What follows belongs to an exercise in optimizing a design on an open flow for small area, a short achievable clock period and few clock cycles; a production flow would make more cautious choices.
The RTL was checked by simulation tests, not by an equivalence proof against the original design.

### design.v
`default_nettype none
package aluPkg;
	localparam int dataWidth = 16;
	localparam int busWidth = 32;
	localparam int addrWidth = 3;
	typedef enum logic [3:0] {
		opAdd = 4'd0,
		opSub = 4'd1,
		opMul = 4'd2,
		opDiv = 4'd3,
		opMod = 4'd4
	} aluOp_t;
	typedef enum logic [addrWidth-1:0] {
		regOperandA = 3'd0,
		regOperandB = 3'd1,
		regOpcode   = 3'd2,
		regResult   = 3'd3,
		regStatus   = 3'd4
	} regAddr_t;
	localparam int statusOverflowBit = 0;
	localparam int statusZeroDivBit  = 1;
endpackage
`default_nettype wire
`timescale 1ns/10ps
`default_nettype none
import aluPkg::*;
module addSubUnit #(
	parameter int Width = aluPkg::dataWidth
) (
	input  logic [Width-1:0]           a,
	input  logic [Width-1:0]           b,
	input  logic                       subtract,
	output logic [aluPkg::busWidth-1:0] result,
	output logic                       overflow
);
	logic [Width-1:0] bInv;
	logic [Width-1:0] sum;
	logic [Width:0]   carry;
	logic             topBit;
	logic             signExt;
	assign bInv     = b ^ {Width{subtract}};
	assign carry[0] = subtract;
	for (genvar k = 0; k < Width; k++) begin : genFullAdder
		assign sum[k]     = a[k] ^ bInv[k] ^ carry[k];
		assign carry[k+1] = (a[k] & bInv[k]) | (carry[k] & (a[k] ^ bInv[k]));
	end
	assign topBit  = carry[Width] ^ subtract;
	assign signExt = topBit & subtract;
	assign result = {{(busWidth-Width-1){signExt}}, topBit, sum};
	assign overflow = carry[Width] ^ carry[Width-1];
endmodule
`default_nettype wire
`timescale 1ns/10ps
`default_nettype none
import aluPkg::*;
module arrayMultiplier #(
	parameter int Width = aluPkg::dataWidth
) (
	input  logic [Width-1:0]            a,
	input  logic [Width-1:0]            b,
	output logic [aluPkg::busWidth-1:0] product
);
	logic [Width-1:0]   partial [Width];
	logic [Width-1:0]   rowSum [Width];
	logic               rowCarry [Width];
	logic [Width-1:0]   lowBits;
	logic [2*Width-1:0] fullProduct;
	for (genvar r = 0; r < Width; r++) begin : genPartial
		assign partial[r] = a & {Width{b[r]}};
	end
	assign rowSum[0]   = partial[0];
	assign rowCarry[0] = 1'b0;
	assign lowBits[0]  = rowSum[0][0];
	for (genvar r = 1; r < Width; r++) begin : genRow
		logic [Width-1:0] augend;
		logic [Width:0]   carry;
		assign augend   = {rowCarry[r-1], rowSum[r-1][Width-1:1]};
		assign carry[0] = 1'b0;
		for (genvar k = 0; k < Width; k++) begin : genBit
			assign rowSum[r][k] = augend[k] ^ partial[r][k] ^ carry[k];
			assign carry[k+1]   = (augend[k] & partial[r][k]) |
				(carry[k] & (augend[k] ^ partial[r][k]));
		end
		assign rowCarry[r] = carry[Width];
		assign lowBits[r]  = rowSum[r][0];
	end
	assign fullProduct = {rowCarry[Width-1], rowSum[Width-1][Width-1:1], lowBits};
	assign product     = busWidth'(fullProduct);
endmodule
`default_nettype wire
`timescale 1ns/10ps
`default_nettype none
module restoringDivider #(
	parameter int Width = aluPkg::dataWidth
) (
	input  logic [Width-1:0] dividend,
	input  logic [Width-1:0] divisor,
	output logic [Width-1:0] quotient,
	output logic [Width-1:0] remainder,
	output logic             zeroDivisor
);
	logic [Width-1:0] partRem [Width+1];
	assign partRem[0] = '0;
	for (genvar i = 0; i < Width; i++) begin : genStage
		logic [Width:0]   shifted;
		logic [Width+1:0] diff;
		logic             fits;
		assign shifted = {partRem[i], dividend[Width-1-i]};
		assign diff    = {1'b0, shifted} - {2'b00, divisor};
		assign fits = ~diff[Width+1];
		assign quotient[Width-1-i] = fits;
		assign partRem[i+1] = fits ? diff[Width-1:0] : shifted[Width-1:0];
	end
	assign remainder   = partRem[Width];
	assign zeroDivisor = ~|divisor;
endmodule
`default_nettype wire
`timescale 1ns/10ps
`default_nettype none
import aluPkg::*;
module aluCore #(
	parameter int Width = aluPkg::dataWidth
) (
	input  logic [Width-1:0]            operandA,
	input  logic [Width-1:0]            operandB,
	input  aluPkg::aluOp_t              opcode,
	output logic [aluPkg::busWidth-1:0] result,
	output logic                        overflow,
	output logic                        zeroDiv
);
	logic [busWidth-1:0] sumWide;
	logic [busWidth-1:0] diffWide;
	logic [busWidth-1:0] productWide;
	logic                addOverflow;
	logic [Width-1:0]    quotient;
	logic [Width-1:0]    remainder;
	logic                divByZero;
	addSubUnit #(.Width(Width)) adder (
		.a        (operandA),
		.b        (operandB),
		.subtract (1'b0),
		.result   (sumWide),
		.overflow (addOverflow)
	);
	addSubUnit #(.Width(Width)) subtractor (
		.a        (operandA),
		.b        (operandB),
		.subtract (1'b1),
		.result   (diffWide),
		.overflow ()
	);
	arrayMultiplier #(.Width(Width)) multiplier (
		.a       (operandA),
		.b       (operandB),
		.product (productWide)
	);
	restoringDivider #(.Width(Width)) divider (
		.dividend    (operandA),
		.divisor     (operandB),
		.quotient    (quotient),
		.remainder   (remainder),
		.zeroDivisor (divByZero)
	);
	always_comb begin
		result   = '0;
		overflow = 1'b0;
		zeroDiv  = 1'b0;
		case (opcode)
			opAdd: begin
				result   = sumWide;
				overflow = addOverflow;
			end
			opSub: result = diffWide;
			opMul: result = productWide;
			opDiv: begin
				result  = busWidth'(quotient);
				zeroDiv = divByZero;
			end
			opMod: begin
				result  = busWidth'(remainder);
				zeroDiv = divByZero;
			end
			default: result = '0;
		endcase
	end
endmodule
`default_nettype wire
`timescale 1ns/10ps
`default_nettype none
import aluPkg::*;
module wbAluSlave #(
	parameter int Width = aluPkg::dataWidth
) (
	input  logic                         clk,
	input  logic                         rstN,
	input  logic                         cyc,
	input  logic                         stb,
	input  logic                         we,
	input  logic [aluPkg::addrWidth-1:0] adr,
	input  logic [aluPkg::busWidth-1:0]  datWr,
	output logic [aluPkg::busWidth-1:0]  datRd,
	output logic                         ack,
	output logic [Width-1:0]             operandA,
	output logic [Width-1:0]             operandB,
	output aluPkg::aluOp_t               opcode,
	input  logic [aluPkg::busWidth-1:0]  result,
	input  logic                         overflow,
	input  logic                         zeroDiv
);
	logic                request;
	aluPkg::regAddr_t            addrSel;
	logic [busWidth-1:0] readData;
	assign request = cyc & stb & ~ack;
	assign addrSel = aluPkg::regAddr_t'(adr);
	always_ff @(posedge clk) begin
		if (!rstN) begin
			ack      <= 1'b0;
			operandA <= '0;
			operandB <= '0;
			opcode   <= opAdd;
		end else begin
			ack <= request;
			if (request && we) begin
				case (addrSel)
					regOperandA: operandA <= datWr[Width-1:0];
					regOperandB: operandB <= datWr[Width-1:0];
					regOpcode:   opcode <= aluPkg::aluOp_t'(datWr[$bits(opcode)-1:0]);
					default: ;
				endcase
			end
		end
	end
	always_comb begin
		readData = '0;
		case (addrSel)
			regOperandA: readData[Width-1:0] = operandA;
			regOperandB: readData[Width-1:0] = operandB;
			regOpcode:   readData[$bits(opcode)-1:0] = opcode;
			regResult:   readData = result;
			regStatus: begin
				readData[statusOverflowBit] = overflow;
				readData[statusZeroDivBit]  = zeroDiv;
			end
			default: readData = '0;
		endcase
	end
	always_ff @(posedge clk) begin
		if (request) begin
			datRd <= readData;
		end
	end
endmodule
`default_nettype wire
`timescale 1ns/10ps
`default_nettype none
import aluPkg::*;
module aluTop #(
	parameter int Width = aluPkg::dataWidth
) (
	input  logic                         clk,
	input  logic                         rstN,
	input  logic                         cyc,
	input  logic                         stb,
	input  logic                         we,
	input  logic [aluPkg::addrWidth-1:0] adr,
	input  logic [aluPkg::busWidth-1:0]  datWr,
	output logic [aluPkg::busWidth-1:0]  datRd,
	output logic                         ack
);
	logic [Width-1:0]    operandA;
	logic [Width-1:0]    operandB;
	aluPkg::aluOp_t              opcode;
	logic [busWidth-1:0] result;
	logic                overflow;
	logic                zeroDiv;
	wbAluSlave #(.Width(Width)) slave (
		.clk      (clk),
		.rstN     (rstN),
		.cyc      (cyc),
		.stb      (stb),
		.we       (we),
		.adr      (adr),
		.datWr    (datWr),
		.datRd    (datRd),
		.ack      (ack),
		.operandA (operandA),
		.operandB (operandB),
		.opcode   (opcode),
		.result   (result),
		.overflow (overflow),
		.zeroDiv  (zeroDiv)
	);
	aluCore #(.Width(Width)) core (
		.operandA (operandA),
		.operandB (operandB),
		.opcode   (opcode),
		.result   (result),
		.overflow (overflow),
		.zeroDiv  (zeroDiv)
	);
endmodule
`default_nettype wire
### run.sh
#!/bin/bash
# synth_recipe.tcl (not shown) runs the flow's synth.tcl, then flattens the netlist and writes it again
# the make line also repeats each setting of config.mk as NAME=value (left out here)
make -C /OpenROAD-flow-scripts/flow DESIGN_CONFIG=/design/flow/config.mk WORK_HOME=/design/flow/orfs CLKGATE_MAP_FILE= SYNTH_SCRIPT=/design/flow/synth_recipe.tcl finish
### config.mk
export PLATFORM = sky130hd
export DESIGN_NAME = aluTop
export DESIGN_NICKNAME = aluTop
export VERILOG_FILES = /design/flow/design.v
export SDC_FILE = /design/flow/constraint.sdc
export NUM_CORES = 4
export LEC_CHECK = 0
export CAP_MARGIN = 20
export CORE_MARGIN = 2
export CORE_UTILIZATION = 40
export SLEW_MARGIN = 20
### constraint.sdc
create_clock -name core_clock -period 45.0 [get_ports {clk}]
set_input_delay 9.0000 -clock core_clock [delete_from_list [all_inputs] [get_ports {clk}]]
set_output_delay 9.0000 -clock core_clock [all_outputs]
set_load 0.01 [all_outputs]
==> results.yml <==
run_status:
  status: "complete, no violations"
logic_synthesis:
  syn_avg_cell_area_um2: 8.50
  synth_xor_area_share_pct: 5.14
  seq_area_frac_synth_pct: 7.03
  ys_warn_count: 8
  synth_compound_area_share_pct: 18.4
  synth_seq_cells: 69
  synth_top_family_by_area: "adder cells"
  ys.flop_type: "dfxtp_1"
  synthAdderAreaFrac_pct: 37.1
  synthArstFlopShare_pct: 0
  syn_inst: 2845
  synth.lib_cells_used.distinct: 110
  synth-simple-area-share_pct: 17.8
  synth-edff-count: 32
  synth.area.mux_share_pct: 9.57
  syn_area_um2: 24200
timing:
  hold_viol: 0
  worst_pin_slew_ns: 1.12
  fmax_ghz: 0.0234
  post-route-min-period_ns: 42.78
  slew_headroom_pct: 25.1
  finalSetupViolCount: 0
  tns_ns: 0
  finalCritPeriodShare_pct: 95.1
  hold_slack_ns: 0.539
  skew_ns: 0.00678
  slew_viol_final: 0
finish:
  diodes: 0
  nFillCells: 5542
  finish.utilization_pct: 52.4
  drive_above_1_share_pct: 28.0
  area_delta_synth_final_pct: 30.0
  multi_input_area_um2: 22200
  register_area_um2: 1700
  nets: 4062
drt:
  drt_iter0_markers: 1107
  met1_length_um: 34400
  ant_nets: 0
  routed_wl_um: 76300
  wl_per_cell_um: 17.9
  viasPerCell: 5.48
  vias: 23301
  dr_wl_met3_um: 2900
  top_layer_used: "met4"
  dr_wl_met2_um: 37000
  firstDrtPassIters: 5
  drc_errors: 0
global_route:
  track_usage_pct: 24.1
  antenna_found_initial: 0
  grt_pass1_wl_um: 123000
  grt-ovfl-total: 0
  grt_pass1_vias: 23758
  grt_max_degree: 38
floorplanning:
  core.rowCount: 90
  ios: 73
  placeableCoreArea_um2: 60000
  start_util_pct: 40.3
  die_area_um2: 62500
  fp.dieW_um: 250
  die_h_um: 250
setup_path:
  crit_fanout: 13
  path_class: "flip-flop to flip-flop"
  arrival_ns: 43.00
  crit_top_cell: "o21ai_2"
  worst-endpoint-required_ns: 45.21
  crit_path_top_delay_cell: "or4_4"
  cp-start-kind: "flip-flop"
  worst_setup_path_end_kind: "flip-flop"
  critical-path-max-stage-delay_ns: 0.62
clocking:
  insertion_delay_ns: 0.35
  clkTransAtPathRegs_ns: 0.06
  cts_tree: "done"
  cts.htree.levels: 3
  cts_root_buf: "clkbuf_16"
  clk_path_buf_depth: 2
  numClockSinks: 69
  cts_buffers: 9
place:
  dp_hpwl_um: 60700
  place.gp.congestion: 0.877
  port_buffers: 56
flow_run:
  max_cap_viol_count: 0
hold_path:
  hp-class: "flip-flop to flip-flop"
## timing repair
action | CTS | global route
resized for setup | 40 | 165
gates cloned | 0 | 3
pin swaps | 6 | 103
hold buffers | 0 | 0
setup buffers | 6 | 46
endpoints found under the setup margin | 16 | 16
## cells by family after synthesis
family          count (synthesis)
simple gates                  922
compound gates                662
fa+ha+maj                     556
buf+inv                       296
mux                           197
xor+xnor                      142
flops                          69
other cells                     1
## per-stage QoR
step	std cells	setup slack [ns]	cell area, um2
finish	4253	2.22	31500
global route	4253	-0.320	31500
global placement	4181	-0.851	29900
detailed placement	4182	-1.71	29900
floorplan	2850	0.0744	24300
CTS	4204	0.0668	30400
## final cells by class
| class | instances | area share [%] |
|---|---|---|
| Clock buffer | 12 | 0.919 |
| Sequential cell | 69 | 5.42 |
| Tap cell | 782 | 3.11 |
| Clock inverter | 4 | 0.0835 |
| Multi-Input combinational cell | 2486 | 70.5 |
| Timing Repair Buffer | 698 | 17.5 |
| Inverter | 202 | 2.42 |
## state kept, by name, indices dropped and copies added (netlist names)
signal	flops
slave.ack	1
slave.datRd	32
slave.opcode	4
slave.operandA	16
slave.operandB	16
## metal layers
metal	up-vias	global-route usage, %
met3	97	1.11
met5	-	0
met1	11468	32.3
li1	11241	-
met2	495	42.3
met4	0	6.88
## worst max-delay path, delay by kind of cell, from the launching register on
family,cells,cell delay (ns)
buf+inv,25,3.76
flops,1,0.32
compound gates,123,21.66
mux,10,2.94
simple gates,51,9.71
fa+ha+maj,15,4.21
## synthesized netlist by cell type (all sizes together), types with 65 or more instances
library cell	count	area share, %
fa	269	22
o21ai	128	2.7
nor2b	67	1.7
xnor2	105	3.8
a21o	65	2.1
nand2	205	3.2
inv	200	3.1
a21oi	187	3.9
nor2	417	6.5
ha	287	15
mux2i	71	3.0
mux2	113	5.4
## path summary, 6_finish.rpt
path | from | to | slack (ns) | cells after the start
min | slave.operandA[0] | slave.operandA[0] | 0.54 | 2
max | slave.operandB[10] | slave.datRd[2] | 2.22 | 224
min reg2reg | slave.operandA[0] | slave.operandA[0] | 0.54 | 2
max reg2reg | slave.operandB[10] | slave.datRd[2] | 2.22 | 224
## cells in the final DEF (no fill, tap or decap), drive strengths merged, types with 65 or more instances in the layout
cell type / netlist / final
buf: 52 / 640
nand2: 205 / 206
o21ai: 128 / 128
a21o: 65 / 65
xnor2: 105 / 105
nor2b: 67 / 67
a21oi: 187 / 187
inv: 200 / 199
nor2: 417 / 417
mux2: 113 / 113
mux2i: 71 / 71
fa: 269 / 269
ha: 287 / 287
Testbench counts, summed over its fixed seeds: cycles 41,378.

separate check: timing with driven ports:
In the flow no input, the clock included, has a driving cell. The finished layout below was timed again as built, in two steps. Step 1 assumes that a clkbuf_16 drives the clock port and a buf_2 every other input. Step 2, shift: input delay + t, output delay - t, t = (earliest + latest rising clock arrival at the registers) / 2. This alone moves slack from input paths to output paths. Three values: no drivers, after step 1, after step 2; two values: the first two.
shift t [ns]: 0.386
setup WS [ns]: 2.215 / 2.215 / 2.215
worst setup path at the end: register to register
After both steps setup and hold are still met in this run. The setup slack of this run moves by 0.000 ns with the drivers and by 0.000 ns with both steps.
